Source: an optimization exercise on an open RTL-to-GDS flow (aim: small area, a short achievable clock period and few clock cycles per item). Production flows keep margins and buffers that such runs may drop.
Where RTL was checked, it was by simulation tests only, not by an equivalence proof against the original.

== main ==
==> flow/design.v (excerpt) <==
module cordic_atan2 (
    input  logic        clk,
    input  logic        rst,
    input  logic        in_valid,
    output logic        in_ready,
    input  logic [31:0] in_x,
    input  logic [31:0] in_y,
    output logic        out_valid,
    input  logic        out_ready,
    output logic [31:0] out_angle,
    output logic [31:0] out_mag,
    output logic        out_zero
);
    logic run_q;
    logic [31:0] r0_x, r0_y;
    logic        r0_v;
    always_ff @(posedge clk) begin
        if (run_q) begin
            r0_x <= in_x;
            r0_y <= in_y;
        end
    end
    always_ff @(posedge clk) begin
        if (rst) r0_v <= 1'b0;
        else if (run_q) r0_v <= in_valid;
    end
    wire        fd_f  = r0_x[31];
    wire        fd_sy = r0_y[31];
    wire [32:0] fd_x = {1'b0, r0_x ^ {32{fd_f}}} + {32'b0, fd_f};
    wire [32:0] fd_y = {r0_y[31], r0_y} ^ {33{fd_f}};
    wire [32:0] fd_y0 = fd_y + {32'b0, fd_f};
    logic [32:0] r1_x;
    logic [32:0] r1_y;
    logic [0:0] r1_f;
    logic [0:0] r1_sy;
    logic r1_v;
    always_ff @(posedge clk) begin
        if (run_q) begin
            r1_x <= fd_x;
            r1_y <= fd_y0;
            r1_f <= fd_f;
            r1_sy <= fd_sy;
        end
    end
    always_ff @(posedge clk) begin
        if (rst) r1_v <= 1'b0;
        else if (run_q) r1_v <= r0_v;
    end
    wire i0_d = ~r1_y[32];   
    wire [32:0] i0_x = r1_x + (r1_y[32:0] ^ {33{~i0_d}}) + {32'b0, ~i0_d};
    wire [33:0] i0_y = {{1{r1_y[32]}}, r1_y} + ({1'b0, r1_x[32:0]} ^ {34{i0_d}}) + {33'b0, i0_d};
    logic [32:0] r2_x;
    logic [0:0] r2_f;
    logic [0:0] r2_sy;
    logic [33:0] r2_y;
  ...
Size: roughly 8400 cells after synthesis, about 1500 flip-flops, ~140 I/O pins, about 97000 sq um of cells after synthesis.
Settings: LEC_CHECK=0, CAP_MARGIN=20, CORE_MARGIN=2, CORE_UTILIZATION=40, SETUP_SLACK_MARGIN=5, SLEW_MARGIN=20; clock period 10.0 ns.
run.sh (not shown) runs the stock make flow with config.mk's settings and CLKGATE_MAP_FILE= SYNTH_SCRIPT=/design/flow/synth_recipe.tcl, a recipe that flattens the netlist after the stock synthesis.
Edits applied to the flow inputs when going from main to the feature branch:
Settings: a deleted SETUP_SLACK_MARGIN that had been 5.
==> flow/flow/run.sh (new file) <==
#!/bin/bash
# Standard ORFS layout, with timing repair aimed at a tighter setup margin.
set -euo pipefail
bash standard.sh SETUP_SLACK_MARGIN=7 finish > make_finish.log 2>&1
==> flow/standard.sh (new file) <==
#!/bin/bash
# synth_recipe.tcl (not shown) runs the flow's synth.tcl, then flattens the netlist and writes it again
# the make line also repeats each setting of config.mk as NAME=value (left out here)
make -C /OpenROAD-flow-scripts/flow DESIGN_CONFIG=/design/flow/config.mk WORK_HOME=/design/flow/orfs CLKGATE_MAP_FILE= SYNTH_SCRIPT=/design/flow/synth_recipe.tcl "${@:-finish}"
removed: flow/run.sh
## What came out
In the flow results for main and the feature branch, the shortest clock period the worst path allows after layout is smaller on the feature branch.
On the feature branch: cell count is about 10% higher than what main gave.
Between main and the feature branch, the critical path required time is higher for the feature branch.
Wire: the feature branch routes more than main
[the feature branch vs main] final core utilization: higher in the feature branch
Going from main to the feature branch, finished layout cell area shows an increase of 22000 sq um, worst-case headroom to the max-slew limit shows a reduction of 1.1 points, worst clock skew shows no meaningful change.
No run of this note included a check of the RTL's function; only the layout flow was run.


## job 101
cordic_atan2, a different RTL version from the one above (not shown whole).
For scale: roughly 11000 cells after synthesis, about 1500 flip-flops, ~140 I/O pins, ~100000 um^2 of cells after synthesis.
==> flow/config.mk <==
export PLATFORM = sky130hd
export DESIGN_NAME = cordic_atan2
export DESIGN_NICKNAME = cordic_atan2
export VERILOG_FILES = /design/flow/design.v
export SDC_FILE = /design/flow/constraint.sdc
export NUM_CORES = 4
export LEC_CHECK = 0
export ABC_AREA = 1
export CAP_MARGIN = 20
export CORE_MARGIN = 2
export CORE_UTILIZATION = 40
export CTS_CLUSTER_DIAMETER = 110
export CTS_CLUSTER_SIZE = 28
export SLEW_MARGIN = 20
==> flow/constraint.sdc <==
create_clock -name core_clock -period 10.0 [get_ports {clk}]
set_input_delay 2.0000 -clock core_clock [delete_from_list [all_inputs] [get_ports {clk}]]
set_output_delay 2.0000 -clock core_clock [all_outputs]
set_load 0.01 [all_outputs]
standard.sh (not shown) runs the stock make flow with config.mk's settings and CLKGATE_MAP_FILE= SYNTH_SCRIPT=/design/flow/synth_recipe.tcl, a recipe that flattens the netlist after the stock synthesis.
==> flow/flow/run.sh <==
#!/bin/bash
# Standard ORFS layout, with timing repair aimed at a tighter setup margin
# and faster buffers on the ports.
set -euo pipefail
bash standard.sh SETUP_SLACK_MARGIN=6.74 "BUFFER_PORTS_ARGS=-buffer_cell sky130_fd_sc_hd__buf_4" finish > make_finish.log 2>&1
Job 101 finished every stage and its layout cleared the timing, DRC and antenna checks.
Testbench counts of job 101, summed over its fixed seeds: cycles 664, items 512.
[inputs] job 105 vs job 101
# job 101
export LEC_CHECK = 0
export ABC_AREA = 1
export CAP_MARGIN = 20
export CORE_MARGIN = 2
export CORE_UTILIZATION = 40
export CTS_CLUSTER_DIAMETER = 110
export CTS_CLUSTER_SIZE = 28
export SLEW_MARGIN = 20
create_clock -name core_clock -period 10.0 [get_ports {clk}]
# job 105
export LEC_CHECK = 0
export ABC_AREA = 1
export CAP_MARGIN = 20
export CORE_MARGIN = 2
export CORE_UTILIZATION = 40
export CTS_CLUSTER_DIAMETER = 100
export CTS_CLUSTER_SIZE = 24
export SLEW_MARGIN = 20
create_clock -name core_clock -period 10.0 [get_ports {clk}]
==> flow/flow/run.sh <==
#!/bin/bash
# Standard ORFS layout, with timing repair aimed at a tighter setup margin
# and faster buffers on the ports.
set -euo pipefail
bash standard.sh SETUP_SLACK_MARGIN=6.8 "BUFFER_PORTS_ARGS=-buffer_cell sky130_fd_sc_hd__buf_4" finish > make_finish.log 2>&1
==> run summary <==
Of the two values seen for critical path start-end classification, reg2out was produced by job 105 and reg2reg by job 101. Going from job 101 to job 105, routed wire length picked up an extra about 0.4%, wire length per cell essentially unchanged. Diff job 105..job 101 | number of antenna violations at the first check in global routing | unchanged. For the layout-stage area growth over the synthesis result, job 105 came in 1.0 points higher than job 101 did. Looking at clock skew across both flows, job 105 is the weaker of the two, with job 101 ahead. | met3 global-route usage | job 101 vs job 105 | ≈ equal |. Job 105 improves on job 101 in setup slack. Compared job 105 vs job 101, and via count of the first global-routing pass is up in job 105.

[afterwards: timing with drivers on the ports]
How much do the figures lean on ideal ports? The routed layouts below were timed once more, with nothing changed but the port constraints. Step 1: set_driving_cell puts a clkbuf_16 on clk and a buf_2 on each other input, an assumption about the parent block. Step 2 times the ports against the registers' clock, not the clock port: input delays grow and output delays shrink by t, the midpoint of the rising clock arrivals with the driver on. a / b / c = ideal ports / drivers / drivers and shift; a / b = the first two.
run | shift t [ns] | setup slack, ns | worst setup path after step 2 | worst register clock-pin slew, ns | worst data-port slew with drivers (ns)
main | 0.901 | 5.210 / 5.210 / 5.210 | register to register | 0.06 / 0.06 | 0.06
the feature branch | 0.910 | 5.395 / 5.395 / 5.395 | register to register | 0.06 / 0.06 | 0.07
job 101 | 0.846 | 6.721 / 6.654 / 6.089 | input to register | 0.12 / 0.12 | 0.08
job 105 | 0.848 | 6.741 / 6.642 / 6.145 | input to register | 0.10 / 0.10 | 0.08
After both steps setup and hold are still met in every run listed. The setup slack of job 101, which loses most, moves by -0.067 ns with the drivers and by -0.632 ns with both steps.
